Source: an optimization exercise on an open RTL-to-GDS flow (aim: small area, a short achievable clock period and few clock cycles per item). Production flows keep margins and buffers that such runs may drop. RTL that was checked went through simulation tests only; none was proved equivalent to the original. No functional check of the RTL was part of run 2.

==> flow/design.v (outline; a module is shown in full before it is edited, if it fits) <==
// module sbc_div_step: 14 lines
// module sbc_min_upd: 26 lines
// module sbc_mul24: 1121 lines
// module swept_box_collision_response_unit: 329 lines
// module sbc_push: 18 lines
module swept_box_collision_response_unit (
    input  wire         clk,
    input  wire         rst_n,
    input  wire         psel,
    input  wire         penable,
    input  wire         pwrite,
    input  wire  [2:0]  paddr,
    input  wire  [31:0] pwdata,
    output logic [31:0] prdata,
    output logic        pready,
    input  wire         in_valid,
    output logic        in_ready,
    input  wire  signed [23:0] own_left,
    input  wire  signed [23:0] own_top,
    input  wire  [22:0] own_width,
    input  wire  [22:0] own_height,
    input  wire  signed [23:0] own_speed_x,
    input  wire  signed [23:0] own_speed_y,
    input  wire  signed [23:0] other_left,
    input  wire  signed [23:0] other_top,
    input  wire  [22:0] other_width,
    input  wire  [22:0] other_height,
    input  wire  signed [23:0] other_speed_x,
    input  wire  signed [23:0] other_speed_y,
    output logic        out_valid,
    input  wire         out_ready,
    output logic signed [23:0] new_left,
    output logic signed [23:0] new_top,
    output logic        overlapped,
    output logic [3:0]  contact_flags
);
  // ...
==> flow/run.sh <==
#!/bin/bash
# synth_recipe.tcl (not shown) runs the flow's synth.tcl, then flattens the netlist and writes it again
# the make line also repeats each setting of config.mk as NAME=value (left out here)
make -C /OpenROAD-flow-scripts/flow DESIGN_CONFIG=/design/flow/config.mk WORK_HOME=/design/flow/orfs CLKGATE_MAP_FILE= SYNTH_SCRIPT=/design/flow/synth_recipe.tcl finish
==> flow/config.mk <==
export PLATFORM = sky130hd
export DESIGN_NAME = swept_box_collision_response_unit
export DESIGN_NICKNAME = swept_box_collision_response_unit
export VERILOG_FILES = /design/flow/design.v
export SDC_FILE = /design/flow/constraint.sdc
export NUM_CORES = 4
export LEC_CHECK = 0
export CAP_MARGIN = 20
export CORE_MARGIN = 2
export CORE_UTILIZATION = 60
export SETUP_SLACK_MARGIN = 5
export SLEW_MARGIN = 20
==> flow/constraint.sdc <==
create_clock -name core_clock -period 10.0 [get_ports {clk}]
set_input_delay 2.0000 -clock core_clock [delete_from_list [all_inputs] [get_ports {clk}]]
set_output_delay 2.0000 -clock core_clock [all_outputs]
set_load 0.01 [all_outputs]
==> flow_summary.toml, run 1 <==
[final_layout]
area.sequential_um2 = 146600
final_nets = 26454
n_fill_cell = 33461
num-multi-input-gates = 14295

[floorplan]
die_w_um = 676.7
fp-row-count = 247
io_pins = 414
core_um2 = 451500
dieArea_um2 = 457900

[place]
dp_slack_ps = 3298
placed_cell_area_um2 = 283000

[logic_synthesis]
synth_cell_types = 93
synth_top_area_share_pct = 53.13
synthArstFlopShare_pct = 1.100
ys_top_cells_by_area = "edfxtp_1 (53%), fa_1 (7.9%), ha_1 (7.9%)"
synth_xor_area_share_pct = 3.846

[outcome]
outcome = "timing/DRC/antenna clean"

[setup_path]
crit_fanout = 17
crit_required_ps = 10750

[global_route]
use_met3_pct = 3.379
gr-usage-met2_pct = 42.64
grt_pass1_wl_mm = 884.8

[route]
routedWlPerCell_um = 18.77

[timing]
finalWorstSetupSlack_ps = 5064

[clock_network]
root_buffer = "clkbuf_16"
cts_inserted_buffers = 533

[pwr]
Testbench counts, summed over its fixed seeds: cycles 9,832, items 9,600.
==> module sbc_div_step, before the edit <==
module sbc_div_step (
    input  wire  [23:0] r,
    input  wire  [23:0] a,
    output logic [23:0] r_o,
    output logic        q_o
);
    logic [25:0] d;
    always_comb
    begin
        d   = {1'b0, r, 1'b0} - {2'b00, a};
        q_o = !d[25];
        r_o = q_o ? d[23:0] : {r[22:0], 1'b0};
    end
endmodule
==> module swept_box_collision_response_unit, before the edit <==
module swept_box_collision_response_unit (
    input  wire         clk,
    input  wire         rst_n,
    input  wire         psel,
    input  wire         penable,
    input  wire         pwrite,
    input  wire  [2:0]  paddr,
    input  wire  [31:0] pwdata,
    output logic [31:0] prdata,
    output logic        pready,
    input  wire         in_valid,
    output logic        in_ready,
    input  wire  signed [23:0] own_left,
    input  wire  signed [23:0] own_top,
    input  wire  [22:0] own_width,
    input  wire  [22:0] own_height,
    input  wire  signed [23:0] own_speed_x,
    input  wire  signed [23:0] own_speed_y,
    input  wire  signed [23:0] other_left,
    input  wire  signed [23:0] other_top,
    input  wire  [22:0] other_width,
    input  wire  [22:0] other_height,
    input  wire  signed [23:0] other_speed_x,
    input  wire  signed [23:0] other_speed_y,
    output logic        out_valid,
    input  wire         out_ready,
    output logic signed [23:0] new_left,
    output logic signed [23:0] new_top,
    output logic        overlapped,
    output logic [3:0]  contact_flags
);
    logic [23:0] tick_reg;
    assign pready = 1'b1;
    always_ff @(posedge clk or negedge rst_n)
    begin
        if (!rst_n)
            tick_reg <= 24'd65536;
        else if (psel && penable && pwrite && !paddr[2])
            tick_reg <= pwdata[23:0];
    end
    assign prdata = paddr[2] ? 32'd0 : {8'd0, tick_reg};
    logic en;        
    logic sk_v;      
    assign en       = !sk_v;
    assign in_ready = en;
    logic signed [24:0] dvx_p, dvx_m, dvy_p, dvy_m;
    always_comb
    begin
        dvx_p = 25'(own_speed_x) - 25'(other_speed_x);
        dvx_m = 25'(other_speed_x) - 25'(own_speed_x);
        dvy_p = 25'(own_speed_y) - 25'(other_speed_y);
        dvy_m = 25'(other_speed_y) - 25'(own_speed_y);
    end
    logic               e1_v;
    logic signed [24:0] e1_dx, e1_dy;        
    logic [22:0]        e1_ow, e1_xw, e1_oh, e1_xh;
    logic [23:0]        e1_ax, e1_ay;
    logic               e1_sgx, e1_sgy;
    logic [23:0]        e1_ol, e1_ot;
    always_ff @(posedge clk or negedge rst_n)
    begin
        if (!rst_n)
            e1_v <= 1'b0;
        else if (en)
            e1_v <= in_valid;
    end
    always_ff @(posedge clk)
    begin
        if (en)
        begin
            e1_dx  <= 25'(own_left) - 25'(other_left);
            e1_dy  <= 25'(own_top) - 25'(other_top);
            e1_ow  <= own_width;
            e1_xw  <= other_width;
            e1_oh  <= own_height;
            e1_xh  <= other_height;
            e1_ax  <= dvx_p[24] ? dvx_m[23:0] : dvx_p[23:0];
            e1_ay  <= dvy_p[24] ? dvy_m[23:0] : dvy_p[23:0];
            e1_sgx <= dvx_p[24];
            e1_sgy <= dvy_p[24];
            e1_ol  <= own_left;
            e1_ot  <= own_top;
        end
    end
    logic signed [26:0] tcx, tcy;
    logic               cx, cy, hx, hy;
    logic signed [25:0] iwx, iwy;
    logic               e2_hit_n;
    logic [1:0]         e2_fx, e2_fy;
    always_comb
    begin
        tcx = 27'(e1_ow) + 27'(e1_dx) - 27'(e1_xw);
        tcy = 27'(e1_oh) + 27'(e1_dy) - 27'(e1_xh);
        cx  = tcx[26];
        cy  = tcy[26];
        iwx = cx ? 26'(e1_ow) + (e1_dx[24] ? 26'(e1_dx) : 26'sd0)
                 : 26'(e1_xw) - (e1_dx[24] ? 26'sd0 : 26'(e1_dx));
        iwy = cy ? 26'(e1_oh) + (e1_dy[24] ? 26'(e1_dy) : 26'sd0)
                 : 26'(e1_xh) - (e1_dy[24] ? 26'sd0 : 26'(e1_dy));
        hx  = (e1_ow != 23'd0) && (e1_xw != 23'd0)
           && ($signed(26'(e1_ow) + 26'(e1_dx)) > 26'sd0) && ($signed(26'(e1_xw) - 26'(e1_dx)) > 26'sd0);
        hy  = (e1_oh != 23'd0) && (e1_xh != 23'd0)
           && ($signed(26'(e1_oh) + 26'(e1_dy)) > 26'sd0) && ($signed(26'(e1_xh) - 26'(e1_dy)) > 26'sd0);
        e2_hit_n = hx && hy;
        e2_fx = {!(e1_dx <= 25'sd0) && !cx, e1_dx <= 25'sd0};
        e2_fy = {!(e1_dy <= 25'sd0) && !cy, e1_dy <= 25'sd0};
    end
    logic        dv_v [0:24];
    logic [23:0] rx   [0:24];
    logic [23:0] ry   [0:24];
    logic [23:0] ax   [0:24];
    logic [23:0] ay   [0:24];
    logic        stx  [0:24];        
    logic        sty  [0:24];
    logic        xlt  [0:24];        
    logic        ylt  [0:24];        
    logic        tlt  [0:24];        
    logic        mlt  [0:24];        
    logic [23:0] mq   [0:24];        
    logic        sgx  [0:24];
    logic        sgy  [0:24];
    logic        hit  [0:24];
    logic [3:0]  fl   [0:24];        
    logic [23:0] ol   [0:24];
    logic [23:0] ot   [0:24];
    always_ff @(posedge clk or negedge rst_n)
    begin
        if (!rst_n)
            dv_v[0] <= 1'b0;
        else if (en)
            dv_v[0] <= e1_v;
    end
    always_ff @(posedge clk)
    begin
        if (en)
        begin
            rx[0]  <= {1'b0, iwx[22:0]};
            ry[0]  <= {1'b0, iwy[22:0]};
            ax[0]  <= e2_hit_n ? e1_ax : 24'd0;
            ay[0]  <= e2_hit_n ? e1_ay : 24'd0;
            sgx[0] <= e1_sgx;
            sgy[0] <= e1_sgy;
            hit[0] <= e2_hit_n;
            fl[0]  <= {e2_fx, e2_fy};
            ol[0]  <= e1_ol;
            ot[0]  <= e1_ot;
        end
    end
    assign stx[0] = 1'b0;
    assign sty[0] = 1'b0;
    assign xlt[0] = 1'b0;
    assign ylt[0] = 1'b0;
    assign tlt[0] = 1'b0;
    assign mlt[0] = 1'b0;
    assign mq[0]  = 24'd0;
    logic [23:0] dt24;
    for (genvar s = 1; s <= 24; s++)
    begin : g_div
        logic [23:0] rx_n, ry_n, mq_n;
        logic        bx, by, stx_n, sty_n, xlt_n, ylt_n, tlt_n, mlt_n, mb;
        if (s < 24)
        begin : g_step
            sbc_div_step u_dx (.r(rx[s-1]), .a(ax[s-1]), .r_o(rx_n), .q_o(bx));
            sbc_div_step u_dy (.r(ry[s-1]), .a(ay[s-1]), .r_o(ry_n), .q_o(by));
        end
        else
        begin : g_last
            assign bx   = {rx[s-1], 1'b0} >= {1'b0, ax[s-1]};
            assign by   = {ry[s-1], 1'b0} >= {1'b0, ay[s-1]};
            assign rx_n = 24'd0;
            assign ry_n = 24'd0;
        end
        if (s == 1)
        begin : g_first
            assign stx_n = rx[0] >= ax[0];
            assign sty_n = ry[0] >= ay[0];
        end
        else
        begin : g_rest
            assign stx_n = stx[s-1];
            assign sty_n = sty[s-1];
        end
        sbc_min_upd u_min (
            .xlt (xlt[s-1]), .ylt (ylt[s-1]), .tlt (tlt[s-1]), .mlt (mlt[s-1]),
            .ex  (stx_n || bx), .ey (sty_n || by), .tb (tick_reg[24-s]),
            .xlt_o (xlt_n), .ylt_o (ylt_n), .tlt_o (tlt_n), .mlt_o (mlt_n), .mb (mb)
        );
        assign mq_n = {mq[s-1][22:0], mb};
        always_ff @(posedge clk or negedge rst_n)
        begin
            if (!rst_n)
                dv_v[s] <= 1'b0;
            else if (en)
                dv_v[s] <= dv_v[s-1];
        end
        always_ff @(posedge clk)
        begin
            if (en)
            begin
                if (s < 24)
                begin
                    rx[s]  <= rx_n;
                    ry[s]  <= ry_n;
                    stx[s] <= stx_n;
                    sty[s] <= sty_n;
                    xlt[s] <= xlt_n;
                    tlt[s] <= tlt_n;
                    mlt[s] <= mlt_n;
                    mq[s]  <= mq_n;
                end
                else
                    dt24   <= tlt_n ? tick_reg : mq_n;
                ylt[s] <= ylt_n;
                ax[s]  <= ax[s-1];
                ay[s]  <= ay[s-1];
                sgx[s] <= sgx[s-1];
                sgy[s] <= sgy[s-1];
                hit[s] <= hit[s-1];
                fl[s]  <= fl[s-1];
                ol[s]  <= ol[s-1];
                ot[s]  <= ot[s-1];
            end
        end
    end
    logic        mvx, mvy, selx, sely;
    logic [3:0]  fl_n;
    logic [47:0] psx, pcx, psy, pcy;
    always_comb
    begin
        mvx  = ax[24] != 24'd0;
        mvy  = ay[24] != 24'd0;
        selx = mvx && !ylt[24];
        sely = mvy && !selx;
        fl_n = selx ? {fl[24][3:2], 2'b00} : (sely ? {2'b00, fl[24][1:0]} : 4'd0);
    end
    sbc_mul24 u_mx (.x(dt24), .y(ax[24]), .s(psx), .c(pcx));
    sbc_mul24 u_my (.x(dt24), .y(ay[24]), .s(psy), .c(pcy));
    logic        m1_v;
    logic [47:0] m1_sx, m1_cx, m1_sy, m1_cy;
    logic [23:0] m1_ol, m1_ot;
    logic        m1_sgx, m1_sgy, m1_hit;
    logic [3:0]  m1_fl;
    always_ff @(posedge clk or negedge rst_n)
    begin
        if (!rst_n)
            m1_v <= 1'b0;
        else if (en)
            m1_v <= dv_v[24];
    end
    always_ff @(posedge clk)
    begin
        if (en)
        begin
            m1_sx  <= psx;
            m1_cx  <= pcx;
            m1_sy  <= psy;
            m1_cy  <= pcy;
            m1_sgx <= sgx[24];
            m1_sgy <= sgy[24];
            m1_hit <= hit[24];
            m1_fl  <= fl_n;
            m1_ol  <= ol[24];
            m1_ot  <= ot[24];
        end
    end
    logic [47:0] px, py;
    assign px = m1_sx + m1_cx;
    assign py = m1_sy + m1_cy;
    logic        m2_v;
    logic [23:0] m2_hx, m2_hy, m2_ol, m2_ot;
    logic        m2_nx, m2_ny, m2_sgx, m2_sgy, m2_hit;
    logic [3:0]  m2_fl;
    always_ff @(posedge clk or negedge rst_n)
    begin
        if (!rst_n)
            m2_v <= 1'b0;
        else if (en)
            m2_v <= m1_v;
    end
    always_ff @(posedge clk)
    begin
        if (en)
        begin
            m2_hx  <= px[47:24];
            m2_hy  <= py[47:24];
            m2_nx  <= px[23:0] != 24'd0;
            m2_ny  <= py[23:0] != 24'd0;
            m2_sgx <= m1_sgx;
            m2_sgy <= m1_sgy;
            m2_hit <= m1_hit;
            m2_fl  <= m1_fl;
            m2_ol  <= m1_ol;
            m2_ot  <= m1_ot;
        end
    end
    logic [23:0] nl_n, nt_n;
    sbc_push u_push_l (.c(m2_ol), .hi(m2_hx), .nz(m2_nx), .sg(m2_sgx), .r(nl_n));
    sbc_push u_push_t (.c(m2_ot), .hi(m2_hy), .nz(m2_ny), .sg(m2_sgy), .r(nt_n));
    logic        o_v;
    logic [52:0] o_d, sk_d, pd;
    assign pd = {nl_n, nt_n, m2_hit, m2_fl};
    always_ff @(posedge clk or negedge rst_n)
    begin
        if (!rst_n)
        begin
            o_v  <= 1'b0;
            sk_v <= 1'b0;
        end
        else if (!o_v || out_ready)
        begin
            o_v  <= sk_v || m2_v;
            sk_v <= 1'b0;
        end
        else if (!sk_v)
            sk_v <= m2_v;
    end
    always_ff @(posedge clk)
    begin
        if (!o_v || out_ready)
            o_d <= sk_v ? sk_d : pd;
        if (!sk_v)
            sk_d <= pd;
    end
    assign out_valid     = o_v;
    assign new_left      = o_d[52:29];
    assign new_top       = o_d[28:5];
    assign overlapped    = o_d[4];
    assign contact_flags = o_d[3:0];
endmodule
==> module sbc_push, before the edit <==
module sbc_push (
    input  wire  [23:0] c,
    input  wire  [23:0] hi,
    input  wire         nz,
    input  wire         sg,
    output logic [23:0] r
);
    logic signed [26:0] n;
    always_comb
    begin
        n = 27'($signed(c)) + (sg ? $signed({3'b000, hi}) : ~$signed({3'b000, hi}))
            + 27'(sg ? nz : 1'b1);
        if (n[26:23] != 4'b0000 && n[26:23] != 4'b1111)
            r = n[26] ? 24'h800000 : 24'h7FFFFF;
        else
            r = n[23:0];
    end
endmodule
==> run 2, diff against run 1 <==
--- a/flow/design.v
+++ b/flow/design.v
@@ -1,21 +1,43 @@
 `default_nettype none
 module sbc_div_step (
     input  wire  [23:0] r,
     input  wire  [23:0] a,
     output logic [23:0] r_o,
     output logic        q_o
 );
-    logic [25:0] d;
+    logic [24:0] x, y, g, p, p0;
+    logic [25:0] c;
     always_comb
     begin
-        d   = {1'b0, r, 1'b0} - {2'b00, a};
-        q_o = !d[25];
-        r_o = q_o ? d[23:0] : {r[22:0], 1'b0};
+        x = {r, 1'b0};
+        y = ~{1'b0, a};
+        g = x & y;
+        p = x ^ y;
+        p0 = p;
+        g[0] = x[0] | y[0];
+        for (int l = 1; l < 25; l = l * 2)
+            for (int i = 2 * l - 1; i < 25; i += 2 * l)
+            begin
+                g[i] = g[i] | (p[i] & g[i-l]);
+                p[i] = p[i] & p[i-l];
+            end
+        for (int l = 8; l >= 1; l = l / 2)
+            for (int i = 3 * l - 1; i < 25; i += 2 * l)
+            begin
+                g[i] = g[i] | (p[i] & g[i-l]);
+                p[i] = p[i] & p[i-l];
+            end
+        c[0] = 1'b1;
+        for (int i = 0; i < 25; i++)
+            c[i+1] = g[i];
+        q_o = c[25];
+        for (int i = 0; i < 24; i++)
+            r_o[i] = q_o ? (p0[i] ^ c[i]) : x[i];
     end
 endmodule
 module sbc_min_upd (
     input  wire  xlt,
     input  wire  ylt,
     input  wire  tlt,
     input  wire  mlt,
     input  wire  ex,
@@ -38,24 +60,25 @@
         tlt_o = tlt || (eq_t && !tb && mb);
         mlt_o = mlt || (eq_t && tb && !mb);
     end
 endmodule
 module sbc_mul24 (
     input  wire  [23:0] x,
     input  wire  [23:0] y,
     output logic [47:0] s,
-    output logic [47:0] c
+    output logic [47:0] c,
+    output logic [47:0] t
 );
     logic [23:0] pp [0:23];
     for (genvar i = 0; i < 24; i++)
     begin : g_pp
         assign pp[i] = x[i] ? y : 24'd0;
     end
-    logic fs0, fc0, fs1, fc1, fs2, fc2, fs3, fc3, fs4, fc4, fs5, fc5, fs6, fc6, fs7, fc7, fs8, fc8, fs9, fc9, fs10, fc10, fs11, fc11, fs12, fc12, fs13, fc13, fs14, fc14, fs15, fc15, fs16, fc16, fs17, fc17, fs18, fc18, fs19, fc19, fs20, fc20, fs21, fc21, fs22, fc22, fs23, fc23, fs24, fc24, fs25, fc25, fs26, fc26, fs27, fc27, fs28, fc28, fs29, fc29, fs30, fc30, fs31, fc31, fs32, fc32, fs33, fc33, fs34, fc34, fs35, fc35, fs36, fc36, fs37, fc37, fs38, fc38, fs39, fc39, fs40, fc40, fs41, fc41, fs42, fc42, fs43, fc43, fs44, fc44, fs45, fc45, fs46, fc46, fs47, fc47, fs48, fc48, fs49, fc49, fs50, fc50, fs51, fc51, fs52, fc52, fs53, fc53, fs54, fc54, fs55, fc55, fs56, fc56, fs57, fc57, fs58, fc58, fs59, fc59, fs60, fc60, fs61, fc61, fs62, fc62, fs63, fc63, fs64, fc64, fs65, fc65, fs66, fc66, fs67, fc67, fs68, fc68, fs69, fc69, fs70, fc70, fs71, fc71, fs72, fc72, fs73, fc73, fs74, fc74, fs75, fc75, fs76, fc76, fs77, fc77, fs78, fc78, fs79, fc79, fs80, fc80, fs81, fc81, fs82, fc82, fs83, fc83, fs84, fc84, fs85, fc85, fs86, fc86, fs87, fc87, fs88, fc88, fs89, fc89, fs90, fc90, fs91, fc91, fs92, fc92, fs93, fc93, fs94, fc94, fs95, fc95, fs96, fc96, fs97, fc97, fs98, fc98, fs99, fc99, fs100, fc100, fs101, fc101, fs102, fc102, fs103, fc103, fs104, fc104, fs105, fc105, fs106, fc106, fs107, fc107, fs108, fc108, fs109, fc109, fs110, fc110, fs111, fc111, fs112, fc112, fs113, fc113, fs114, fc114, fs115, fc115, fs116, fc116, fs117, fc117, fs118, fc118, fs119, fc119, fs120, fc120, fs121, fc121, fs122, fc122, fs123, fc123, fs124, fc124, fs125, fc125, fs126, fc126, fs127, fc127, fs128, fc128, fs129, fc129, fs130, fc130, fs131, fc131, fs132, fc132, fs133, fc133, fs134, fc134, fs135, fc135, fs136, fc136, fs137, fc137, fs138, fc138, fs139, fc139, fs140, fc140, fs141, fc141, fs142, fc142, fs143, fc143, fs144, fc144, fs145, fc145, fs146, fc146, fs147, fc147, fs148, fc148, fs149, fc149, fs150, fc150, fs151, fc151, fs152, fc152, fs153, fc153, fs154, fc154, fs155, fc155, fs156, fc156, fs157, fc157, fs158, fc158, fs159, fc159, fs160, fc160, fs161, fc161, fs162, fc162, fs163, fc163, fs164, fc164, fs165, fc165, fs166, fc166, fs167, fc167, fs168, fc168, fs169, fc169, fs170, fc170, fs171, fc171, fs172, fc172, fs173, fc173, fs174, fc174, fs175, fc175, fs176, fc176, fs177, fc177, fs178, fc178, fs179, fc179, fs180, fc180, fs181, fc181, fs182, fc182, fs183, fc183, fs184, fc184, fs185, fc185, fs186, fc186, fs187, fc187, fs188, fc188, fs189, fc189, fs190, fc190, fs191, fc191, fs192, fc192, fs193, fc193, fs194, fc194, fs195, fc195, fs196, fc196, fs197, fc197, fs198, fc198, fs199, fc199, fs200, fc200, fs201, fc201, fs202, fc202, fs203, fc203, fs204, fc204, fs205, fc205, fs206, fc206, fs207, fc207, fs208, fc208, fs209, fc209, fs210, fc210, fs211, fc211, fs212, fc212, fs213, fc213, fs214, fc214, fs215, fc215, fs216, fc216, fs217, fc217, fs218, fc218, fs219, fc219, fs220, fc220, fs221, fc221, fs222, fc222, fs223, fc223, fs224, fc224, fs225, fc225, fs226, fc226, fs227, fc227, fs228, fc228, fs229, fc229, fs230, fc230, fs231, fc231, fs232, fc232, fs233, fc233, fs234, fc234, fs235, fc235, fs236, fc236, fs237, fc237, fs238, fc238, fs239, fc239, fs240, fc240, fs241, fc241, fs242, fc242, fs243, fc243, fs244, fc244, fs245, fc245, fs246, fc246, fs247, fc247, fs248, fc248, fs249, fc249, fs250, fc250, fs251, fc251, fs252, fc252, fs253, fc253, fs254, fc254, fs255, fc255, fs256, fc256, fs257, fc257, fs258, fc258, fs259, fc259, fs260, fc260, fs261, fc261, fs262, fc262, fs263, fc263, fs264, fc264, fs265, fc265, fs266, fc266, fs267, fc267, fs268, fc268, fs269, fc269, fs270, fc270, fs271, fc271, fs272, fc272, fs273, fc273, fs274, fc274, fs275, fc275, fs276, fc276, fs277, fc277, fs278, fc278, fs279, fc279, fs280, fc280, fs281, fc281, fs282, fc282, fs283, fc283, fs284, fc284, fs285, fc285, fs286, fc286, fs287, fc287, fs288, fc288, fs289, fc289, fs290, fc290, fs291, fc291, fs292, fc292, fs293, fc293, fs294, fc294, fs295, fc295, fs296, fc296, fs297, fc297, fs298, fc298, fs299, fc299, fs300, fc300, fs301, fc301, fs302, fc302, fs303, fc303, fs304, fc304, fs305, fc305, fs306, fc306, fs307, fc307, fs308, fc308, fs309, fc309, fs310, fc310, fs311, fc311, fs312, fc312, fs313, fc313, fs314, fc314, fs315, fc315, fs316, fc316, fs317, fc317, fs318, fc318, fs319, fc319, fs320, fc320, fs321, fc321, fs322, fc322, fs323, fc323, fs324, fc324, fs325, fc325, fs326, fc326, fs327, fc327, fs328, fc328, fs329, fc329, fs330, fc330, fs331, fc331, fs332, fc332, fs333, fc333, fs334, fc334, fs335, fc335, fs336, fc336, fs337, fc337, fs338, fc338, fs339, fc339, fs340, fc340, fs341, fc341, fs342, fc342, fs343, fc343, fs344, fc344, fs345, fc345, fs346, fc346, fs347, fc347, fs348, fc348, fs349, fc349, fs350, fc350, fs351, fc351, fs352, fc352, fs353, fc353, fs354, fc354, fs355, fc355, fs356, fc356, fs357, fc357, fs358, fc358, fs359, fc359, fs360, fc360, fs361, fc361, fs362, fc362, fs363, fc363, fs364, fc364, fs365, fc365, fs366, fc366, fs367, fc367, fs368, fc368, fs369, fc369, fs370, fc370, fs371, fc371, fs372, fc372, fs373, fc373, fs374, fc374, fs375, fc375, fs376, fc376, fs377, fc377, fs378, fc378, fs379, fc379, fs380, fc380, fs381, fc381, fs382, fc382, fs383, fc383, fs384, fc384, fs385, fc385, fs386, fc386, fs387, fc387, fs388, fc388, fs389, fc389, fs390, fc390, fs391, fc391, fs392, fc392, fs393, fc393, fs394, fc394, fs395, fc395, fs396, fc396, fs397, fc397, fs398, fc398, fs399, fc399, fs400, fc400, fs401, fc401, fs402, fc402, fs403, fc403, fs404, fc404, fs405, fc405, fs406, fc406, fs407, fc407, fs408, fc408, fs409, fc409, fs410, fc410, fs411, fc411, fs412, fc412, fs413, fc413, fs414, fc414, fs415, fc415, fs416, fc416, fs417, fc417, fs418, fc418, fs419, fc419, fs420, fc420, fs421, fc421, fs422, fc422, fs423, fc423, fs424, fc424, fs425, fc425, fs426, fc426, fs427, fc427, fs428, fc428, fs429, fc429, fs430, fc430, fs431, fc431, fs432, fc432, fs433, fc433, fs434, fc434, fs435, fc435, fs436, fc436, fs437, fc437, fs438, fc438, fs439, fc439, fs440, fc440, fs441, fc441, fs442, fc442, fs443, fc443, fs444, fc444, fs445, fc445, fs446, fc446, fs447, fc447, fs448, fc448, fs449, fc449, fs450, fc450, fs451, fc451, fs452, fc452, fs453, fc453, fs454, fc454, fs455, fc455, fs456, fc456, fs457, fc457, fs458, fc458, fs459, fc459, fs460, fc460, fs461, fc461, fs462, fc462, fs463, fc463, fs464, fc464, fs465, fc465, fs466, fc466, fs467, fc467, fs468, fc468, fs469, fc469, fs470, fc470, fs471, fc471, fs472, fc472, fs473, fc473, fs474, fc474, fs475, fc475, fs476, fc476, fs477, fc477, fs478, fc478, fs479, fc479, fs480, fc480, fs481, fc481, fs482, fc482, fs483, fc483, fs484, fc484, fs485, fc485, fs486, fc486, fs487, fc487, fs488, fc488, fs489, fc489, fs490, fc490, fs491, fc491, fs492, fc492, fs493, fc493, fs494, fc494, fs495, fc495, fs496, fc496, fs497, fc497, fs498, fc498, fs499, fc499, fs500, fc500, fs501, fc501, fs502, fc502, fs503, fc503, fs504, fc504, fs505, fc505;
+    logic fs0, fc0, fs1, fc1, fs2, fc2, fs3, fc3, fs4, fc4, fs5, fc5, fs6, fc6, fs7, fc7, fs8, fc8, fs9, fc9, fs10, fc10, fs11, fc11, fs12, fc12, fs13, fc13, fs14, fc14, fs15, fc15, fs16, fc16, fs17, fc17, fs18, fc18, fs19, fc19, fs20, fc20, fs21, fc21, fs22, fc22, fs23, fc23, fs24, fc24, fs25, fc25, fs26, fc26, fs27, fc27, fs28, fc28, fs29, fc29, fs30, fc30, fs31, fc31, fs32, fc32, fs33, fc33, fs34, fc34, fs35, fc35, fs36, fc36, fs37, fc37, fs38, fc38, fs39, fc39, fs40, fc40, fs41, fc41, fs42, fc42, fs43, fc43, fs44, fc44, fs45, fc45, fs46, fc46, fs47, fc47, fs48, fc48, fs49, fc49, fs50, fc50, fs51, fc51, fs52, fc52, fs53, fc53, fs54, fc54, fs55, fc55, fs56, fc56, fs57, fc57, fs58, fc58, fs59, fc59, fs60, fc60, fs61, fc61, fs62, fc62, fs63, fc63, fs64, fc64, fs65, fc65, fs66, fc66, fs67, fc67, fs68, fc68, fs69, fc69, fs70, fc70, fs71, fc71, fs72, fc72, fs73, fc73, fs74, fc74, fs75, fc75, fs76, fc76, fs77, fc77, fs78, fc78, fs79, fc79, fs80, fc80, fs81, fc81, fs82, fc82, fs83, fc83, fs84, fc84, fs85, fc85, fs86, fc86, fs87, fc87, fs88, fc88, fs89, fc89, fs90, fc90, fs91, fc91, fs92, fc92, fs93, fc93, fs94, fc94, fs95, fc95, fs96, fc96, fs97, fc97, fs98, fc98, fs99, fc99, fs100, fc100, fs101, fc101, fs102, fc102, fs103, fc103, fs104, fc104, fs105, fc105, fs106, fc106, fs107, fc107, fs108, fc108, fs109, fc109, fs110, fc110, fs111, fc111, fs112, fc112, fs113, fc113, fs114, fc114, fs115, fc115, fs116, fc116, fs117, fc117, fs118, fc118, fs119, fc119, fs120, fc120, fs121, fc121, fs122, fc122, fs123, fc123, fs124, fc124, fs125, fc125, fs126, fc126, fs127, fc127, fs128, fc128, fs129, fc129, fs130, fc130, fs131, fc131, fs132, fc132, fs133, fc133, fs134, fc134, fs135, fc135, fs136, fc136, fs137, fc137, fs138, fc138, fs139, fc139, fs140, fc140, fs141, fc141, fs142, fc142, fs143, fc143, fs144, fc144, fs145, fc145, fs146, fc146, fs147, fc147, fs148, fc148, fs149, fc149, fs150, fc150, fs151, fc151, fs152, fc152, fs153, fc153, fs154, fc154, fs155, fc155, fs156, fc156, fs157, fc157, fs158, fc158, fs159, fc159, fs160, fc160, fs161, fc161, fs162, fc162, fs163, fc163, fs164, fc164, fs165, fc165, fs166, fc166, fs167, fc167, fs168, fc168, fs169, fc169, fs170, fc170, fs171, fc171, fs172, fc172, fs173, fc173, fs174, fc174, fs175, fc175, fs176, fc176, fs177, fc177, fs178, fc178, fs179, fc179, fs180, fc180, fs181, fc181, fs182, fc182, fs183, fc183, fs184, fc184, fs185, fc185, fs186, fc186, fs187, fc187, fs188, fc188, fs189, fc189, fs190, fc190, fs191, fc191, fs192, fc192, fs193, fc193, fs194, fc194, fs195, fc195, fs196, fc196, fs197, fc197, fs198, fc198, fs199, fc199, fs200, fc200, fs201, fc201, fs202, fc202, fs203, fc203, fs204, fc204, fs205, fc205, fs206, fc206, fs207, fc207, fs208, fc208, fs209, fc209, fs210, fc210, fs211, fc211, fs212, fc212, fs213, fc213, fs214, fc214, fs215, fc215, fs216, fc216, fs217, fc217, fs218, fc218, fs219, fc219, fs220, fc220, fs221, fc221, fs222, fc222, fs223, fc223, fs224, fc224, fs225, fc225, fs226, fc226, fs227, fc227, fs228, fc228, fs229, fc229, fs230, fc230, fs231, fc231, fs232, fc232, fs233, fc233, fs234, fc234, fs235, fc235, fs236, fc236, fs237, fc237, fs238, fc238, fs239, fc239, fs240, fc240, fs241, fc241, fs242, fc242, fs243, fc243, fs244, fc244, fs245, fc245, fs246, fc246, fs247, fc247, fs248, fc248, fs249, fc249, fs250, fc250, fs251, fc251, fs252, fc252, fs253, fc253, fs254, fc254, fs255, fc255, fs256, fc256, fs257, fc257, fs258, fc258, fs259, fc259, fs260, fc260, fs261, fc261, fs262, fc262, fs263, fc263, fs264, fc264, fs265, fc265, fs266, fc266, fs267, fc267, fs268, fc268, fs269, fc269, fs270, fc270, fs271, fc271, fs272, fc272, fs273, fc273, fs274, fc274, fs275, fc275, fs276, fc276, fs277, fc277, fs278, fc278, fs279, fc279, fs280, fc280, fs281, fc281, fs282, fc282, fs283, fc283, fs284, fc284, fs285, fc285, fs286, fc286, fs287, fc287, fs288, fc288, fs289, fc289, fs290, fc290, fs291, fc291, fs292, fc292, fs293, fc293, fs294, fc294, fs295, fc295, fs296, fc296, fs297, fc297, fs298, fc298, fs299, fc299, fs300, fc300, fs301, fc301, fs302, fc302, fs303, fc303, fs304, fc304, fs305, fc305, fs306, fc306, fs307, fc307, fs308, fc308, fs309, fc309, fs310, fc310, fs311, fc311, fs312, fc312, fs313, fc313, fs314, fc314, fs315, fc315, fs316, fc316, fs317, fc317, fs318, fc318, fs319, fc319, fs320, fc320, fs321, fc321, fs322, fc322, fs323, fc323, fs324, fc324, fs325, fc325, fs326, fc326, fs327, fc327, fs328, fc328, fs329, fc329, fs330, fc330, fs331, fc331, fs332, fc332, fs333, fc333, fs334, fc334, fs335, fc335, fs336, fc336, fs337, fc337, fs338, fc338, fs339, fc339, fs340, fc340, fs341, fc341, fs342, fc342, fs343, fc343, fs344, fc344, fs345, fc345, fs346, fc346, fs347, fc347, fs348, fc348, fs349, fc349, fs350, fc350, fs351, fc351, fs352, fc352, fs353, fc353, fs354, fc354, fs355, fc355, fs356, fc356, fs357, fc357, fs358, fc358, fs359, fc359, fs360, fc360, fs361, fc361, fs362, fc362, fs363, fc363, fs364, fc364, fs365, fc365, fs366, fc366, fs367, fc367, fs368, fc368, fs369, fc369, fs370, fc370, fs371, fc371, fs372, fc372, fs373, fc373, fs374, fc374, fs375, fc375, fs376, fc376, fs377, fc377, fs378, fc378, fs379, fc379, fs380, fc380, fs381, fc381, fs382, fc382, fs383, fc383, fs384, fc384, fs385, fc385, fs386, fc386, fs387, fc387, fs388, fc388, fs389, fc389, fs390, fc390, fs391, fc391, fs392, fc392, fs393, fc393, fs394, fc394, fs395, fc395, fs396, fc396, fs397, fc397, fs398, fc398, fs399, fc399, fs400, fc400, fs401, fc401, fs402, fc402, fs403, fc403, fs404, fc404, fs405, fc405, fs406, fc406, fs407, fc407, fs408, fc408, fs409, fc409, fs410, fc410, fs411, fc411, fs412, fc412, fs413, fc413, fs414, fc414, fs415, fc415, fs416, fc416, fs417, fc417, fs418, fc418, fs419, fc419, fs420, fc420, fs421, fc421, fs422, fc422, fs423, fc423, fs424, fc424, fs425, fc425, fs426, fc426, fs427, fc427, fs428, fc428, fs429, fc429, fs430, fc430, fs431, fc431, fs432, fc432, fs433, fc433, fs434, fc434, fs435, fc435, fs436, fc436, fs437, fc437, fs438, fc438, fs439, fc439, fs440, fc440, fs441, fc441, fs442, fc442, fs443, fc443, fs444, fc444, fs445, fc445, fs446, fc446, fs447, fc447, fs448, fc448, fs449, fc449, fs450, fc450, fs451, fc451, fs452, fc452, fs453, fc453, fs454, fc454, fs455, fc455, fs456, fc456, fs457, fc457, fs458, fc458, fs459, fc459, fs460, fc460, fs461, fc461;
     assign fs0 = pp[0][19] ^ pp[1][18];
     assign fc0 = pp[0][19] & pp[1][18];
     assign fs1 = pp[0][20] ^ pp[1][19] ^ pp[2][18];
     assign fc1 = (pp[0][20] & pp[1][19]) | (pp[0][20] & pp[2][18]) | (pp[1][19] & pp[2][18]);
     assign fs2 = pp[3][17] ^ pp[4][16];
     assign fc2 = pp[3][17] & pp[4][16];
     assign fs3 = pp[0][21] ^ pp[1][20] ^ pp[2][19];
     assign fc3 = (pp[0][21] & pp[1][20]) | (pp[0][21] & pp[2][19]) | (pp[1][20] & pp[2][19]);
@@ -970,200 +993,160 @@
     assign fs458 = fc413 ^ fc414 ^ fs415;
     assign fc458 = (fc413 & fc414) | (fc413 & fs415) | (fc414 & fs415);
     assign fs459 = fc415 ^ fc416 ^ fs417;
     assign fc459 = (fc415 & fc416) | (fc415 & fs417) | (fc416 & fs417);
     assign fs460 = fc417 ^ fc418 ^ fs419;
     assign fc460 = (fc417 & fc418) | (fc417 & fs419) | (fc418 & fs419);
     assign fs461 = fc419 ^ pp[21][23] ^ pp[22][22];
     assign fc461 = (fc419 & pp[21][23]) | (fc419 & pp[22][22]) | (pp[21][23] & pp[22][22]);
-    assign fs462 = pp[0][2] ^ pp[1][1];
-    assign fc462 = pp[0][2] & pp[1][1];
-    assign fs463 = fs420 ^ pp[2][1] ^ pp[3][0];
-    assign fc463 = (fs420 & pp[2][1]) | (fs420 & pp[3][0]) | (pp[2][1] & pp[3][0]);
-    assign fs464 = fc420 ^ fs421 ^ pp[4][0];
-    assign fc464 = (fc420 & fs421) | (fc420 & pp[4][0]) | (fs421 & pp[4][0]);
-    assign fs465 = fc421 ^ fs422 ^ pp[5][0];
-    assign fc465 = (fc421 & fs422) | (fc421 & pp[5][0]) | (fs422 & pp[5][0]);
-    assign fs466 = fc422 ^ fs423 ^ fs346;
-    assign fc466 = (fc422 & fs423) | (fc422 & fs346) | (fs423 & fs346);
-    assign fs467 = fc423 ^ fs424 ^ fs348;
-    assign fc467 = (fc423 & fs424) | (fc423 & fs348) | (fs424 & fs348);
-    assign fs468 = fc424 ^ fs425 ^ fs350;
-    assign fc468 = (fc424 & fs425) | (fc424 & fs350) | (fs425 & fs350);
-    assign fs469 = fc425 ^ fs426 ^ fs352;
-    assign fc469 = (fc425 & fs426) | (fc425 & fs352) | (fs426 & fs352);
-    assign fs470 = fc426 ^ fs427 ^ fs354;
-    assign fc470 = (fc426 & fs427) | (fc426 & fs354) | (fs427 & fs354);
-    assign fs471 = fc427 ^ fs428 ^ fs356;
-    assign fc471 = (fc427 & fs428) | (fc427 & fs356) | (fs428 & fs356);
-    assign fs472 = fc428 ^ fs429 ^ fs358;
-    assign fc472 = (fc428 & fs429) | (fc428 & fs358) | (fs429 & fs358);
-    assign fs473 = fc429 ^ fs430 ^ fs360;
-    assign fc473 = (fc429 & fs430) | (fc429 & fs360) | (fs430 & fs360);
-    assign fs474 = fc430 ^ fs431 ^ fs362;
-    assign fc474 = (fc430 & fs431) | (fc430 & fs362) | (fs431 & fs362);
-    assign fs475 = fc431 ^ fs432 ^ fs364;
-    assign fc475 = (fc431 & fs432) | (fc431 & fs364) | (fs432 & fs364);
-    assign fs476 = fc432 ^ fs433 ^ fs366;
-    assign fc476 = (fc432 & fs433) | (fc432 & fs366) | (fs433 & fs366);
-    assign fs477 = fc433 ^ fs434 ^ fs368;
-    assign fc477 = (fc433 & fs434) | (fc433 & fs368) | (fs434 & fs368);
-    assign fs478 = fc434 ^ fs435 ^ fs370;
-    assign fc478 = (fc434 & fs435) | (fc434 & fs370) | (fs435 & fs370);
-    assign fs479 = fc435 ^ fs436 ^ fs372;
-    assign fc479 = (fc435 & fs436) | (fc435 & fs372) | (fs436 & fs372);
-    assign fs480 = fc436 ^ fs437 ^ fs374;
-    assign fc480 = (fc436 & fs437) | (fc436 & fs374) | (fs437 & fs374);
-    assign fs481 = fc437 ^ fs438 ^ fs376;
-    assign fc481 = (fc437 & fs438) | (fc437 & fs376) | (fs438 & fs376);
-    assign fs482 = fc438 ^ fs439 ^ fs378;
-    assign fc482 = (fc438 & fs439) | (fc438 & fs378) | (fs439 & fs378);
-    assign fs483 = fc439 ^ fs440 ^ fs380;
-    assign fc483 = (fc439 & fs440) | (fc439 & fs380) | (fs440 & fs380);
-    assign fs484 = fc440 ^ fs441 ^ fs382;
-    assign fc484 = (fc440 & fs441) | (fc440 & fs382) | (fs441 & fs382);
-    assign fs485 = fc441 ^ fs442 ^ fs384;
-    assign fc485 = (fc441 & fs442) | (fc441 & fs384) | (fs442 & fs384);
-    assign fs486 = fc442 ^ fs443 ^ fs386;
-    assign fc486 = (fc442 & fs443) | (fc442 & fs386) | (fs443 & fs386);
-    assign fs487 = fc443 ^ fs444 ^ fs388;
-    assign fc487 = (fc443 & fs444) | (fc443 & fs388) | (fs444 & fs388);
-    assign fs488 = fc444 ^ fs445 ^ fs390;
-    assign fc488 = (fc444 & fs445) | (fc444 & fs390) | (fs445 & fs390);
-    assign fs489 = fc445 ^ fs446 ^ fs392;
-    assign fc489 = (fc445 & fs446) | (fc445 & fs392) | (fs446 & fs392);
-    assign fs490 = fc446 ^ fs447 ^ fs394;
-    assign fc490 = (fc446 & fs447) | (fc446 & fs394) | (fs447 & fs394);
-    assign fs491 = fc447 ^ fs448 ^ fs396;
-    assign fc491 = (fc447 & fs448) | (fc447 & fs396) | (fs448 & fs396);
-    assign fs492 = fc448 ^ fs449 ^ fs398;
-    assign fc492 = (fc448 & fs449) | (fc448 & fs398) | (fs449 & fs398);
-    assign fs493 = fc449 ^ fs450 ^ fs400;
-    assign fc493 = (fc449 & fs450) | (fc449 & fs400) | (fs450 & fs400);
-    assign fs494 = fc450 ^ fs451 ^ fs402;
-    assign fc494 = (fc450 & fs451) | (fc450 & fs402) | (fs451 & fs402);
-    assign fs495 = fc451 ^ fs452 ^ fs404;
-    assign fc495 = (fc451 & fs452) | (fc451 & fs404) | (fs452 & fs404);
-    assign fs496 = fc452 ^ fs453 ^ fs406;
-    assign fc496 = (fc452 & fs453) | (fc452 & fs406) | (fs453 & fs406);
-    assign fs497 = fc453 ^ fs454 ^ fs408;
-    assign fc497 = (fc453 & fs454) | (fc453 & fs408) | (fs454 & fs408);
-    assign fs498 = fc454 ^ fs455 ^ fs410;
-    assign fc498 = (fc454 & fs455) | (fc454 & fs410) | (fs455 & fs410);
-    assign fs499 = fc455 ^ fs456 ^ fs412;
-    assign fc499 = (fc455 & fs456) | (fc455 & fs412) | (fs456 & fs412);
-    assign fs500 = fc456 ^ fs457 ^ fs414;
-    assign fc500 = (fc456 & fs457) | (fc456 & fs414) | (fs457 & fs414);
-    assign fs501 = fc457 ^ fs458 ^ fs416;
-    assign fc501 = (fc457 & fs458) | (fc457 & fs416) | (fs458 & fs416);
-    assign fs502 = fc458 ^ fs459 ^ fs418;
-    assign fc502 = (fc458 & fs459) | (fc458 & fs418) | (fs459 & fs418);
-    assign fs503 = fc459 ^ fs460 ^ pp[23][20];
-    assign fc503 = (fc459 & fs460) | (fc459 & pp[23][20]) | (fs460 & pp[23][20]);
-    assign fs504 = fc460 ^ fs461 ^ pp[23][21];
-    assign fc504 = (fc460 & fs461) | (fc460 & pp[23][21]) | (fs461 & pp[23][21]);
-    assign fs505 = fc461 ^ pp[22][23] ^ pp[23][22];
-    assign fc505 = (fc461 & pp[22][23]) | (fc461 & pp[23][22]) | (pp[22][23] & pp[23][22]);
     assign s[0] = pp[0][0];
     assign c[0] = 1'b0;
+    assign t[0] = 1'b0;
     assign s[1] = pp[0][1];
     assign c[1] = pp[1][0];
-    assign s[2] = fs462;
-    assign c[2] = pp[2][0];
-    assign s[3] = fc462;
-    assign c[3] = fs463;
-    assign s[4] = fc463;
-    assign c[4] = fs464;
-    assign s[5] = fc464;
-    assign c[5] = fs465;
-    assign s[6] = fc465;
-    assign c[6] = fs466;
-    assign s[7] = fc466;
-    assign c[7] = fs467;
-    assign s[8] = fc467;
-    assign c[8] = fs468;
-    assign s[9] = fc468;
-    assign c[9] = fs469;
-    assign s[10] = fc469;
-    assign c[10] = fs470;
-    assign s[11] = fc470;
-    assign c[11] = fs471;
-    assign s[12] = fc471;
-    assign c[12] = fs472;
-    assign s[13] = fc472;
-    assign c[13] = fs473;
-    assign s[14] = fc473;
-    assign c[14] = fs474;
-    assign s[15] = fc474;
-    assign c[15] = fs475;
-    assign s[16] = fc475;
-    assign c[16] = fs476;
-    assign s[17] = fc476;
-    assign c[17] = fs477;
-    assign s[18] = fc477;
-    assign c[18] = fs478;
-    assign s[19] = fc478;
-    assign c[19] = fs479;
-    assign s[20] = fc479;
-    assign c[20] = fs480;
-    assign s[21] = fc480;
-    assign c[21] = fs481;
-    assign s[22] = fc481;
-    assign c[22] = fs482;
-    assign s[23] = fc482;
-    assign c[23] = fs483;
-    assign s[24] = fc483;
-    assign c[24] = fs484;
-    assign s[25] = fc484;
-    assign c[25] = fs485;
-    assign s[26] = fc485;
-    assign c[26] = fs486;
-    assign s[27] = fc486;
-    assign c[27] = fs487;
-    assign s[28] = fc487;
-    assign c[28] = fs488;
-    assign s[29] = fc488;
-    assign c[29] = fs489;
-    assign s[30] = fc489;
-    assign c[30] = fs490;
-    assign s[31] = fc490;
-    assign c[31] = fs491;
-    assign s[32] = fc491;
-    assign c[32] = fs492;
-    assign s[33] = fc492;
-    assign c[33] = fs493;
-    assign s[34] = fc493;
-    assign c[34] = fs494;
-    assign s[35] = fc494;
-    assign c[35] = fs495;
-    assign s[36] = fc495;
-    assign c[36] = fs496;
-    assign s[37] = fc496;
-    assign c[37] = fs497;
-    assign s[38] = fc497;
-    assign c[38] = fs498;
-    assign s[39] = fc498;
-    assign c[39] = fs499;
-    assign s[40] = fc499;
-    assign c[40] = fs500;
-    assign s[41] = fc500;
-    assign c[41] = fs501;
-    assign s[42] = fc501;
-    assign c[42] = fs502;
-    assign s[43] = fc502;
-    assign c[43] = fs503;
-    assign s[44] = fc503;
-    assign c[44] = fs504;
-    assign s[45] = fc504;
-    assign c[45] = fs505;
-    assign s[46] = fc505;
-    assign c[46] = pp[23][23];
+    assign t[1] = 1'b0;
+    assign s[2] = pp[0][2];
+    assign c[2] = pp[1][1];
+    assign t[2] = pp[2][0];
+    assign s[3] = fs420;
+    assign c[3] = pp[2][1];
+    assign t[3] = pp[3][0];
+    assign s[4] = fc420;
+    assign c[4] = fs421;
+    assign t[4] = pp[4][0];
+    assign s[5] = fc421;
+    assign c[5] = fs422;
+    assign t[5] = pp[5][0];
+    assign s[6] = fc422;
+    assign c[6] = fs423;
+    assign t[6] = fs346;
+    assign s[7] = fc423;
+    assign c[7] = fs424;
+    assign t[7] = fs348;
+    assign s[8] = fc424;
+    assign c[8] = fs425;
+    assign t[8] = fs350;
+    assign s[9] = fc425;
+    assign c[9] = fs426;
+    assign t[9] = fs352;
+    assign s[10] = fc426;
+    assign c[10] = fs427;
+    assign t[10] = fs354;
+    assign s[11] = fc427;
+    assign c[11] = fs428;
+    assign t[11] = fs356;
+    assign s[12] = fc428;
+    assign c[12] = fs429;
+    assign t[12] = fs358;
+    assign s[13] = fc429;
+    assign c[13] = fs430;
+    assign t[13] = fs360;
+    assign s[14] = fc430;
+    assign c[14] = fs431;
+    assign t[14] = fs362;
+    assign s[15] = fc431;
+    assign c[15] = fs432;
+    assign t[15] = fs364;
+    assign s[16] = fc432;
+    assign c[16] = fs433;
+    assign t[16] = fs366;
+    assign s[17] = fc433;
+    assign c[17] = fs434;
+    assign t[17] = fs368;
+    assign s[18] = fc434;
+    assign c[18] = fs435;
+    assign t[18] = fs370;
+    assign s[19] = fc435;
+    assign c[19] = fs436;
+    assign t[19] = fs372;
+    assign s[20] = fc436;
+    assign c[20] = fs437;
+    assign t[20] = fs374;
+    assign s[21] = fc437;
+    assign c[21] = fs438;
+    assign t[21] = fs376;
+    assign s[22] = fc438;
+    assign c[22] = fs439;
+    assign t[22] = fs378;
+    assign s[23] = fc439;
+    assign c[23] = fs440;
+    assign t[23] = fs380;
+    assign s[24] = fc440;
+    assign c[24] = fs441;
+    assign t[24] = fs382;
+    assign s[25] = fc441;
+    assign c[25] = fs442;
+    assign t[25] = fs384;
+    assign s[26] = fc442;
+    assign c[26] = fs443;
+    assign t[26] = fs386;
+    assign s[27] = fc443;
+    assign c[27] = fs444;
+    assign t[27] = fs388;
+    assign s[28] = fc444;
+    assign c[28] = fs445;
+    assign t[28] = fs390;
+    assign s[29] = fc445;
+    assign c[29] = fs446;
+    assign t[29] = fs392;
+    assign s[30] = fc446;
+    assign c[30] = fs447;
+    assign t[30] = fs394;
+    assign s[31] = fc447;
+    assign c[31] = fs448;
+    assign t[31] = fs396;
+    assign s[32] = fc448;
+    assign c[32] = fs449;
+    assign t[32] = fs398;
+    assign s[33] = fc449;
+    assign c[33] = fs450;
+    assign t[33] = fs400;
+    assign s[34] = fc450;
+    assign c[34] = fs451;
+    assign t[34] = fs402;
+    assign s[35] = fc451;
+    assign c[35] = fs452;
+    assign t[35] = fs404;
+    assign s[36] = fc452;
+    assign c[36] = fs453;
+    assign t[36] = fs406;
+    assign s[37] = fc453;
+    assign c[37] = fs454;
+    assign t[37] = fs408;
+    assign s[38] = fc454;
+    assign c[38] = fs455;
+    assign t[38] = fs410;
+    assign s[39] = fc455;
+    assign c[39] = fs456;
+    assign t[39] = fs412;
+    assign s[40] = fc456;
+    assign c[40] = fs457;
+    assign t[40] = fs414;
+    assign s[41] = fc457;
+    assign c[41] = fs458;
+    assign t[41] = fs416;
+    assign s[42] = fc458;
+    assign c[42] = fs459;
+    assign t[42] = fs418;
+    assign s[43] = fc459;
+    assign c[43] = fs460;
+    assign t[43] = pp[23][20];
+    assign s[44] = fc460;
+    assign c[44] = fs461;
+    assign t[44] = pp[23][21];
+    assign s[45] = fc461;
+    assign c[45] = pp[22][23];
+    assign t[45] = pp[23][22];
+    assign s[46] = pp[23][23];
+    assign c[46] = 1'b0;
+    assign t[46] = 1'b0;
     assign s[47] = 1'b0;
     assign c[47] = 1'b0;
+    assign t[47] = 1'b0;
 endmodule
 `default_nettype wire
 `default_nettype none
 module swept_box_collision_response_unit (
     input  wire         clk,
     input  wire         rst_n,
     input  wire         psel,
     input  wire         penable,
@@ -1202,29 +1185,20 @@
         else if (psel && penable && pwrite && !paddr[2])
             tick_reg <= pwdata[23:0];
     end
     assign prdata = paddr[2] ? 32'd0 : {8'd0, tick_reg};
     logic en;        
     logic sk_v;      
     assign en       = !sk_v;
     assign in_ready = en;
-    logic signed [24:0] dvx_p, dvx_m, dvy_p, dvy_m;
-    always_comb
-    begin
-        dvx_p = 25'(own_speed_x) - 25'(other_speed_x);
-        dvx_m = 25'(other_speed_x) - 25'(own_speed_x);
-        dvy_p = 25'(own_speed_y) - 25'(other_speed_y);
-        dvy_m = 25'(other_speed_y) - 25'(own_speed_y);
-    end
     logic               e1_v;
     logic signed [24:0] e1_dx, e1_dy;        
     logic [22:0]        e1_ow, e1_xw, e1_oh, e1_xh;
-    logic [23:0]        e1_ax, e1_ay;
-    logic               e1_sgx, e1_sgy;
+    logic signed [24:0] e1_dvx, e1_dvy;      
     logic [23:0]        e1_ol, e1_ot;
     always_ff @(posedge clk or negedge rst_n)
     begin
         if (!rst_n)
             e1_v <= 1'b0;
         else if (en)
             e1_v <= in_valid;
     end
@@ -1233,20 +1207,18 @@
         if (en)
         begin
             e1_dx  <= 25'(own_left) - 25'(other_left);
             e1_dy  <= 25'(own_top) - 25'(other_top);
             e1_ow  <= own_width;
             e1_xw  <= other_width;
             e1_oh  <= own_height;
             e1_xh  <= other_height;
-            e1_ax  <= dvx_p[24] ? dvx_m[23:0] : dvx_p[23:0];
-            e1_ay  <= dvy_p[24] ? dvy_m[23:0] : dvy_p[23:0];
-            e1_sgx <= dvx_p[24];
-            e1_sgy <= dvy_p[24];
+            e1_dvx <= 25'(own_speed_x) - 25'(other_speed_x);
+            e1_dvy <= 25'(own_speed_y) - 25'(other_speed_y);
             e1_ol  <= own_left;
             e1_ot  <= own_top;
         end
     end
     logic signed [26:0] tcx, tcy;
     logic               cx, cy, hx, hy;
     logic signed [25:0] iwx, iwy;
     logic               e2_hit_n;
@@ -1295,20 +1267,20 @@
             dv_v[0] <= e1_v;
     end
     always_ff @(posedge clk)
     begin
         if (en)
         begin
             rx[0]  <= {1'b0, iwx[22:0]};
             ry[0]  <= {1'b0, iwy[22:0]};
-            ax[0]  <= e2_hit_n ? e1_ax : 24'd0;
-            ay[0]  <= e2_hit_n ? e1_ay : 24'd0;
-            sgx[0] <= e1_sgx;
-            sgy[0] <= e1_sgy;
+            ax[0]  <= e2_hit_n ? (e1_dvx[24] ? 24'(-e1_dvx) : e1_dvx[23:0]) : 24'd0;
+            ay[0]  <= e2_hit_n ? (e1_dvy[24] ? 24'(-e1_dvy) : e1_dvy[23:0]) : 24'd0;
+            sgx[0] <= e1_dvx[24];
+            sgy[0] <= e1_dvy[24];
             hit[0] <= e2_hit_n;
             fl[0]  <= {e2_fx, e2_fy};
             ol[0]  <= e1_ol;
             ot[0]  <= e1_ot;
         end
     end
     assign stx[0] = 1'b0;
     assign sty[0] = 1'b0;
@@ -1383,88 +1355,90 @@
                 fl[s]  <= fl[s-1];
                 ol[s]  <= ol[s-1];
                 ot[s]  <= ot[s-1];
             end
         end
     end
     logic        mvx, mvy, selx, sely;
     logic [3:0]  fl_n;
-    logic [47:0] psx, pcx, psy, pcy;
+    logic [47:0] psx, pcx, ptx, psy, pcy, pty;
     always_comb
     begin
         mvx  = ax[24] != 24'd0;
         mvy  = ay[24] != 24'd0;
         selx = mvx && !ylt[24];
         sely = mvy && !selx;
         fl_n = selx ? {fl[24][3:2], 2'b00} : (sely ? {2'b00, fl[24][1:0]} : 4'd0);
     end
-    sbc_mul24 u_mx (.x(dt24), .y(ax[24]), .s(psx), .c(pcx));
-    sbc_mul24 u_my (.x(dt24), .y(ay[24]), .s(psy), .c(pcy));
+    sbc_mul24 u_mx (.x(dt24), .y(ax[24]), .s(psx), .c(pcx), .t(ptx));
+    sbc_mul24 u_my (.x(dt24), .y(ay[24]), .s(psy), .c(pcy), .t(pty));
     logic        m1_v;
-    logic [47:0] m1_sx, m1_cx, m1_sy, m1_cy;
+    logic [47:0] m1_sx, m1_cx, m1_tx, m1_sy, m1_cy, m1_ty;
     logic [23:0] m1_ol, m1_ot;
     logic        m1_sgx, m1_sgy, m1_hit;
     logic [3:0]  m1_fl;
     always_ff @(posedge clk or negedge rst_n)
     begin
         if (!rst_n)
             m1_v <= 1'b0;
         else if (en)
             m1_v <= dv_v[24];
     end
     always_ff @(posedge clk)
     begin
         if (en)
         begin
             m1_sx  <= psx;
             m1_cx  <= pcx;
+            m1_tx  <= ptx;
             m1_sy  <= psy;
             m1_cy  <= pcy;
+            m1_ty  <= pty;
             m1_sgx <= sgx[24];
             m1_sgy <= sgy[24];
             m1_hit <= hit[24];
             m1_fl  <= fl_n;
             m1_ol  <= ol[24];
             m1_ot  <= ot[24];
         end
     end
     logic [47:0] px, py;
-    assign px = m1_sx + m1_cx;
-    assign py = m1_sy + m1_cy;
+    assign px = m1_sx + m1_cx + m1_tx;
+    assign py = m1_sy + m1_cy + m1_ty;
     logic        m2_v;
     logic [23:0] m2_hx, m2_hy, m2_ol, m2_ot;
     logic        m2_nx, m2_ny, m2_sgx, m2_sgy, m2_hit;
     logic [3:0]  m2_fl;
     always_ff @(posedge clk or negedge rst_n)
     begin
         if (!rst_n)
             m2_v <= 1'b0;
         else if (en)
             m2_v <= m1_v;
     end
     always_ff @(posedge clk)
     begin
         if (en)
         begin
-            m2_hx  <= px[47:24];
-            m2_hy  <= py[47:24];
-            m2_nx  <= px[23:0] != 24'd0;
-            m2_ny  <= py[23:0] != 24'd0;
+            m2_hx  <= m1_sgx ? px[47:24] : ~px[47:24];
+            m2_hy  <= m1_sgy ? py[47:24] : ~py[47:24];
+            m2_nx  <= !m1_sgx || (px[23:0] != 24'd0);
+            m2_ny  <= !m1_sgy || (py[23:0] != 24'd0);
             m2_sgx <= m1_sgx;
             m2_sgy <= m1_sgy;
             m2_hit <= m1_hit;
             m2_fl  <= m1_fl;
             m2_ol  <= m1_ol;
             m2_ot  <= m1_ot;
         end
     end
     logic [23:0] nl_n, nt_n;
-    sbc_push u_push_l (.c(m2_ol), .hi(m2_hx), .nz(m2_nx), .sg(m2_sgx), .r(nl_n));
-    sbc_push u_push_t (.c(m2_ot), .hi(m2_hy), .nz(m2_ny), .sg(m2_sgy), .r(nt_n));
+    sbc_push u_push_l (.c(m2_ol), .h(m2_hx), .ci(m2_nx), .sg(m2_sgx), .r(nl_n));
+    sbc_push u_push_t (.c(m2_ot), .h(m2_hy), .ci(m2_ny), .sg(m2_sgy), .r(nt_n));
     logic        o_v;
     logic [52:0] o_d, sk_d, pd;
     assign pd = {nl_n, nt_n, m2_hit, m2_fl};
     always_ff @(posedge clk or negedge rst_n)
     begin
         if (!rst_n)
         begin
             o_v  <= 1'b0;
@@ -1488,25 +1462,26 @@
     assign out_valid     = o_v;
     assign new_left      = o_d[52:29];
     assign new_top       = o_d[28:5];
     assign overlapped    = o_d[4];
     assign contact_flags = o_d[3:0];
 endmodule
 module sbc_push (
     input  wire  [23:0] c,
-    input  wire  [23:0] hi,
-    input  wire         nz,
+    input  wire  [23:0] h,
+    input  wire         ci,
     input  wire         sg,
     output logic [23:0] r
 );
-    logic signed [26:0] n;
+    logic [27:0] t;
+    logic [26:0] n;
     always_comb
     begin
-        n = 27'($signed(c)) + (sg ? $signed({3'b000, hi}) : ~$signed({3'b000, hi}))
-            + 27'(sg ? nz : 1'b1);
+        t = {{3{c[23]}}, c, 1'b1} + {{3{!sg}}, h, ci};
+        n = t[27:1];
         if (n[26:23] != 4'b0000 && n[26:23] != 4'b1111)
             r = n[26] ? 24'h800000 : 24'h7FFFFF;
         else
             r = n[23:0];
     end
 endmodule
 `default_nettype wire
==> flow_summary.toml, run 2 <==
[setup_path]
critPathMaxStageDelay_ps = 780
startpoint_type = "register"
crit_required_ps = 10720
crit_fanout = 37
crit_arrival_ps = 5610
cp_top_family = "adder cells"
path_cells = "buf_6, nand2_1, fa_1, inv_1, fa_1, fa_1, inv_1, fa_1, fa_1, inv_1, fa_1"
critPathKind = "reg2reg"
cp-end-kind = "register"
cp_slowest_cell = "edfxtp_1"
cp_common_cell = "fa_1"
crit_buf_inv = 4

[timing]
grt_setup_unrepaired = "true"
fmax_mhz = 204.4
skew_ps = 56.99
maxSlewViolCount = 0
period_needed_ps = 4893
finalWorstSetupSlack_ps = 5107
hold_viol_final = 0
finalSetupViolCount = 0
tns_ps = 0
worst_pin_slew_ps = 1176
max_slew_margin_pct = 21.62
period_share_pct = 48.93

[final_layout]
layout_commonest_cell = "edfxtp_1"
n_fill_cell = 32388
syn2layout_area_growth_pct = 10.86
drive_gt1_share_pct = 6.472
layout_common_cells = "edfxtp_1 (4889), inv_1 (2821), ha_1 (1622)"
stdcell_count = 27616
final_nets = 24783
design_area_um2 = 298400

[floorplan]
die_h_um = 673.8
core_um2 = 446000
start_util_pct = 60.34
die_w_um = 673.8
dieArea_um2 = 453900
io_pins = 414
fp-row-count = 245

[global_route]
grt_start_max_net_pins = 191
grt_pass1_vias = 155859
overflow = 0
grt_pass1_wl_mm = 844.0
grt_usage_pct = 23.61
antenna_found_initial = 20

[logic_synthesis]
yosysWarnings = 42
synthArstFlopShare_pct = 1.081
synth_cells = 20583
synth_cell_types = 94
synth_top_area_share_pct = 54.55
synth_area_per_cell_um2 = 13.08
synth-edff-count = 4889
synth_ff_type = "edfxtp_1"
yosysMostFrequentCell = "edfxtp_1"
netlist_area_um2 = 269100
ys_top_cells_by_area = "edfxtp_1 (55%), fa_1 (12%), ha_1 (7.5%)"
netlist.top_cell.by_area = "edfxtp_1"
synth_common_cells = "edfxtp_1 (4889), inv_1 (2822), ha_1 (1622)"
yosysSeqAreaShare_pct = 55.44
ys_seq_elements = 4996

[outcome]
outcome = "timing/DRC/antenna clean"

[clock_network]
cts_inserted_buffers = 541
clk_path_buf_depth = 4
clk_latency_ps = 1030
clk_pin_slew_ps = 60
hold_buffers = 0
root_buffer = "clkbuf_16"
cts_tree = "done"
cts.sinks = 4996
h-tree-depth = 6

[place]
io_buffers = 394
placed_cell_area_um2 = 280800
place_inst = 26629
dp_hpwl_mm = 380.3
dp_slack_ps = 3552
place_congestion = 0.9006

[route]
drcViolationCount = 0
wirelength_mm = 527.2
routedWlPerCell_um = 19.09
drtPass1Iterations = 6
antenna_left = 0
drtIter0Drc = 9725
routed-via-count = 152089
vias_per_cell = 5.507

[flow_run]
drv_cap = 0

[min_path]
hp-class = "reg2reg"
-- run 2: cell type report --
type | count | area [µm²] | share of cell area (%)
Multi-Input combinational cell | 12279 | 107900 | 36.15
Clock inverter | 304 | 3196 | 1.071
Timing Repair Buffer | 613 | 5876 | 1.969
Inverter | 2824 | 10610 | 3.556
Tap cell | 5928 | 7417 | 2.486
Clock buffer | 662 | 14150 | 4.742
Sequential cell | 4996 | 149200 | 50.02
Antenna cell | 10 | 25.02 | 0.008387
-- run 2: logic make-up (layout without fill, tap and decap cells) --
| group | after synthesis | in the layout | synth area share (%) |
|---|---|---|---|
| AOI/OAI and AO/OA | 3355 | 3355 | 7.863 |
| xor gates and xnor gates | 900 | 900 | 2.929 |
| adders and majority gates | 3202 | 3202 | 19.29 |
| buffers and inverters | 3315 | 4403 | 4.645 |
| DFF | 4996 | 4996 | 55.44 |
| muxes | 478 | 478 | 1.914 |
| other | 2 | 19 | 0.002790 |
| and+or+nand+nor | 4335 | 4335 | 7.909 |
-- run 2: worst reg2reg max path: cells and delay by family, from the launching register on --
| family | cells | cell delay, ps |
|---|---|---|
| flops | 1 | 780 |
| simple gates | 1 | 170 |
| fa+ha+maj | 6 | 3000 |
| buf+inv | 4 | 660 |
-- run 2: worst paths after layout --
| kind | from | to | slack (ps) | depth (start not counted) |
|---|---|---|---|---|
| worst min-delay path | fl[2][1]$_DFFE_PN_ | fl[3][1]$_DFFE_PN_ | 390 | 0 |
| max in group asynchronous | rst_n | sk_v$_DFF_PN0_ | 8120 | 1 |
| worst max-delay path | dt24[6]$_DFFE_PN_ | m1_cx[27]$_DFFE_PN_ | 5110 | 11 |
| worst max register to register | dt24[6]$_DFFE_PN_ | m1_cx[27]$_DFFE_PN_ | 5110 | 11 |
| min in group asynchronous | rst_n | tick_reg[1]$_DFFE_PN0P_ | 1110 | 1 |
| worst min register to register | fl[2][1]$_DFFE_PN_ | fl[3][1]$_DFFE_PN_ | 390 | 0 |
-- run 2: per-stage QoR --
stage / utilization, % / hold WS (ps)
after floorplan: - / 400.3
after global placement: 62.95 / 400.2
after detailed placement: 62.95 / 404.5
after CTS: 66.85 / 389.9
after global routing: 66.89 / 389.7
final: 66.90 / 391.0
-- run 2: metal layers --
| layer | vias up | wire length (µm) | GRT usage (%) | share of wire (%) |
|---|---|---|---|---|
| li1 | 73189 | - | - | - |
| met1 | 74585 | 221200 | 30.92 | 42 |
| met2 | 3242 | 260000 | 40.47 | 49 |
| met3 | 1073 | 23850 | 2.893 | 4.5 |
| met4 | 0 | 22190 | 9.190 | 4.2 |
| met5 | - | 0 | 0 | 0 |
-- run 2: timing repair --
| item | CTS | global route |
|---|---|---|
| pin swaps | 0 | 4 |
| setup buffers | 0 | 9 |
| resized for setup | 50 | 24 |
| setup endpoints to repair | 94 | 91 |
| gates cloned | 1 | 0 |

## what the ideal ports hide
The flow's constraints put no driver on any port. The routed layouts listed below were extracted and timed again, unchanged, in two steps. Step 1, drivers: a clkbuf_16 drives clk and a buf_2 each remaining input, both assumed. Step 2 times the ports against the registers' clock, not the clock port: input delays grow and output delays shrink by t, the midpoint of the rising clock arrivals with the driver on. Three values: ideal ports, drivers, drivers and shift; two values: the first two.
| run | shift t [ns] | setup WS [ns] | pins driven straight from the clock port |
|---|---|---|---|
| run 1 | 1.128 | 5.064 / 5.064 / 4.118 | 1 |
| run 2 | 1.115 | 5.107 / 5.012 / 4.118 | 1 |
After both steps setup and hold are still met in every run listed. The setup slack of run 2, which loses most, moves by -0.095 ns with the drivers and by -0.989 ns with both steps.
